This design comes from an exercise in tuning for small area on the open sky130 flow, not from production work. Power and IR drop assume default switching activity.

==> flow/design.v <==
package stream_fifo_pkg;
    localparam int IO_WIDTH          = 128;
    localparam int FLAG_BITS         = 2;
    localparam int FIFO_DEPTH        = 16;
    localparam int FIFO_DEPTH_MARGIN = 2;
    typedef enum logic [1:0] {
        OP_IDLE = 2'b00,
        OP_POP  = 2'b01,
        OP_PUSH = 2'b10,
        OP_BOTH = 2'b11
    } fifo_op_e;
    function automatic int clog2(input int value);
        int r;
        int v;
        r = 0;
        v = value - 1;
        while (v > 0) begin
            r = r + 1;
            v = v >> 1;
        end
        clog2 = r;
    endfunction
endpackage
module fifo_ram #(
    parameter int ROWS = 16
) (
    input  logic [ROWS-1:0] d,
    input  logic [ROWS-1:0] sel,
    input  logic            inv,
    output logic            q
);
    assign q = (|(d & sel)) ^ inv;
endmodule
module stream_fifo #(
    parameter int DATA_WIDTH = stream_fifo_pkg::IO_WIDTH + stream_fifo_pkg::FLAG_BITS,
    parameter int DEPTH      = stream_fifo_pkg::FIFO_DEPTH,
    parameter int AF_MARGIN  = stream_fifo_pkg::FIFO_DEPTH_MARGIN,
    parameter int AE_LEVEL   = 1
) (
    input  logic                    clk,
    input  logic                    rst_n,
    input  logic                    flush,
    input  logic                    s_valid,
    output logic                    s_ready,
    input  logic [DATA_WIDTH-1:0]   s_data,
    output logic                    m_valid,
    input  logic                    m_ready,
    output logic [DATA_WIDTH-1:0]   m_data,
    output logic [stream_fifo_pkg::clog2(DEPTH):0]   count,
    output logic                    full,
    output logic                    empty,
    output logic                    almost_full,
    output logic                    almost_empty,
    output logic [stream_fifo_pkg::clog2(DEPTH):0]   max_count
);
    localparam int AW = stream_fifo_pkg::clog2(DEPTH);
    localparam int CW = AW + 1;
    localparam logic [CW-1:0] CNT_FULL = CW'(DEPTH);
    localparam logic [CW-1:0] CNT_AF   = CW'(DEPTH - AF_MARGIN);
    localparam logic [CW-1:0] CNT_AE   = CW'(AE_LEVEL);
    logic [AW-1:0]         wr_ptr_q, rd_ptr_q;
    logic [CW-1:0]         count_q, count_d;
    logic [CW-1:0]         max_count_q;
    logic [DEPTH-1:0]      wr, hold_n, rsel;
    logic                  push, pop, rinv;
    logic [DATA_WIDTH-1:0] mem [DEPTH];
    logic [DEPTH-1:0]      inv_q;
    assign s_ready = (count_q != CNT_FULL);
    assign m_valid = (count_q != '0);
    assign push = s_valid && s_ready && !flush;
    assign pop  = m_valid && m_ready && !flush;
    for (genvar i = 0; i < DEPTH; i++) begin : g_row
        assign wr[i]     = push && (wr_ptr_q == AW'(i));
        assign hold_n[i] = !(s_ready && (wr_ptr_q == AW'(i)));
        assign rsel[i]   = (rd_ptr_q == AW'(i));
        always_ff @(posedge clk) begin
            mem[i]   <= ~((mem[i] | {DATA_WIDTH{wr[i]}}) &
                          (s_data | {DATA_WIDTH{hold_n[i]}}));
            inv_q[i] <= wr[i] | ~inv_q[i];
        end
    end
    assign rinv = |(inv_q & rsel);
    for (genvar j = 0; j < DATA_WIDTH; j++) begin : g_col
        logic [DEPTH-1:0] col;
        for (genvar i = 0; i < DEPTH; i++) begin : g_bit
            assign col[i] = mem[i][j];
        end
        fifo_ram #(
            .ROWS (DEPTH)
        ) u_rd (
            .d   (col),
            .sel (rsel),
            .inv (rinv),
            .q   (m_data[j])
        );
    end
    always_comb begin
        count_d = count_q;
        if (push && !pop) count_d = count_q + CW'(1);
        if (pop && !push) count_d = count_q - CW'(1);
    end
    always_ff @(posedge clk or negedge rst_n) begin
        if (!rst_n) begin
            wr_ptr_q    <= '0;
            rd_ptr_q    <= '0;
            count_q     <= '0;
            max_count_q <= '0;
        end else if (flush) begin
            wr_ptr_q    <= '0;
            rd_ptr_q    <= '0;
            count_q     <= '0;
            max_count_q <= '0;
        end else begin
            if (push) wr_ptr_q <= wr_ptr_q + AW'(1);
            if (pop)  rd_ptr_q <= rd_ptr_q + AW'(1);
            count_q <= count_d;
            if (count_d > max_count_q) max_count_q <= count_d;
        end
    end
    assign count        = count_q;
    assign max_count    = max_count_q;
    assign full         = (count_q == CNT_FULL);
    assign empty        = (count_q == '0);
    assign almost_full  = (count_q >= CNT_AF);
    assign almost_empty = (count_q <= CNT_AE);
endmodule
==> flow/config.mk <==
export PLATFORM = sky130hd
export DESIGN_NAME = stream_fifo
export DESIGN_NICKNAME = stream_fifo
export VERILOG_FILES = /design/flow/design.v
export SDC_FILE = /design/flow/constraint.sdc
export NUM_CORES = 4
export LEC_CHECK = 0
export CAP_MARGIN = 20
export CORE_MARGIN = 2
export CORE_UTILIZATION = 50
export SLEW_MARGIN = 20
export SYNTH_HIERARCHICAL = 1
==> flow/constraint.sdc <==
create_clock -name core_clock -period 5.0 [get_ports {clk}]
set_input_delay 1.0000 -clock core_clock [delete_from_list [all_inputs] [get_ports {clk}]]
set_output_delay 1.0000 -clock core_clock [all_outputs]
set_load 0.01 [all_outputs]
run.sh (not shown) runs the stock make flow with config.mk's settings and CLKGATE_MAP_FILE= SYNTH_SCRIPT=/design/flow/synth_recipe.tcl, a recipe that flattens the netlist after the stock synthesis.
Edit:
--- a/flow/design.v
+++ b/flow/design.v
@@ -21,15 +21,51 @@
         clog2 = r;
     endfunction
 endpackage
-module fifo_ram #(
-    parameter int ROWS = 16
-) (
-    input  logic [ROWS-1:0] d,
-    input  logic [ROWS-1:0] sel,
-    input  logic            inv,
-    output logic            q
+module fifo_rd_and3 (
+    input  logic [2:0] d,
+    input  logic [2:0] s,
+    output logic       y_n
 );
-    assign q = (|(d & sel)) ^ inv;
+    assign y_n = ~|(d & s);
+endmodule
+module fifo_rd_and1 (
+    input  logic d,
+    input  logic s,
+    output logic y_n
+);
+    assign y_n = ~(d & s);
+endmodule
+module fifo_rd_or6 (
+    input  logic [5:0] n,
+    input  logic       inv,
+    output logic       q
+);
+    assign q = (~&n[2:0] | ~&n[5:3]) ^ inv;
+endmodule
+module fifo_ram (
+    input  logic [15:0] d,
+    input  logic [15:0] sel,
+    input  logic        inv,
+    output logic        q
+);
+    logic [5:0] n;
+    for (genvar k = 0; k < 5; k++) begin : g_and3
+        fifo_rd_and3 u_and3 (
+            .d   (d[3*k +: 3]),
+            .s   (sel[3*k +: 3]),
+            .y_n (n[k])
+        );
+    end
+    fifo_rd_and1 u_and1 (
+        .d   (d[15]),
+        .s   (sel[15]),
+        .y_n (n[5])
+    );
+    fifo_rd_or6 u_or6 (
+        .n   (n),
+        .inv (inv),
+        .q   (q)
+    );
 endmodule
 module stream_fifo #(
     parameter int DATA_WIDTH = stream_fifo_pkg::IO_WIDTH + stream_fifo_pkg::FLAG_BITS,
@@ -85,9 +121,7 @@
         for (genvar i = 0; i < DEPTH; i++) begin : g_bit
             assign col[i] = mem[i][j];
         end
-        fifo_ram #(
-            .ROWS (DEPTH)
-        ) u_rd (
+        fifo_ram u_rd (
             .d   (col),
             .sel (rsel),
             .inv (rinv),
After rerunning: The new run reached the layout checks and failed them: negative setup slack; combinational power drops by 2.2%; synthesized cell count stays the same; final cell count drops by 1.2%; design area is lower by 5.4%; global-route usage came out higher by 1.4 points; die area fell by 5.4%; register-to-register slack got worse by 0.07 ns; worst hold slack gets better by 0.0030 ns; synthesized area came out lower by 5.5%; setup slack is worse by 0.065 ns; total power is lower by 1.6%.
No functional check of the RTL was part of any run of this note.

==> afterwards: timing with drivers on the ports <==
No port has a modelled driver above. Below, the same layouts with a new extraction and two added sets of constraints. Step 1 sets driving cells, clkbuf_16 on the clock port and buf_2 on the other inputs (assumed; they add their load-dependent delay and slew). Step 2 also shifts input and output timing later by t, the mid clock arrival at the registers, as if the neighbouring blocks saw the same clock. Slacks: no drivers / after step 1 / after step 2; pairs: no drivers / after step 1.
run	t, ns	setup slack, ns	slew at the worst register clock pin (ns)	worst slew at a driven data input, ns	pins driven straight from the clock port
the first run	0.914	0.034 / -0.058 / 0.537	0.07 / 0.07	0.19	1
the second run	0.909	-0.031 / -0.114 / 0.601	0.07 / 0.07	0.23	1
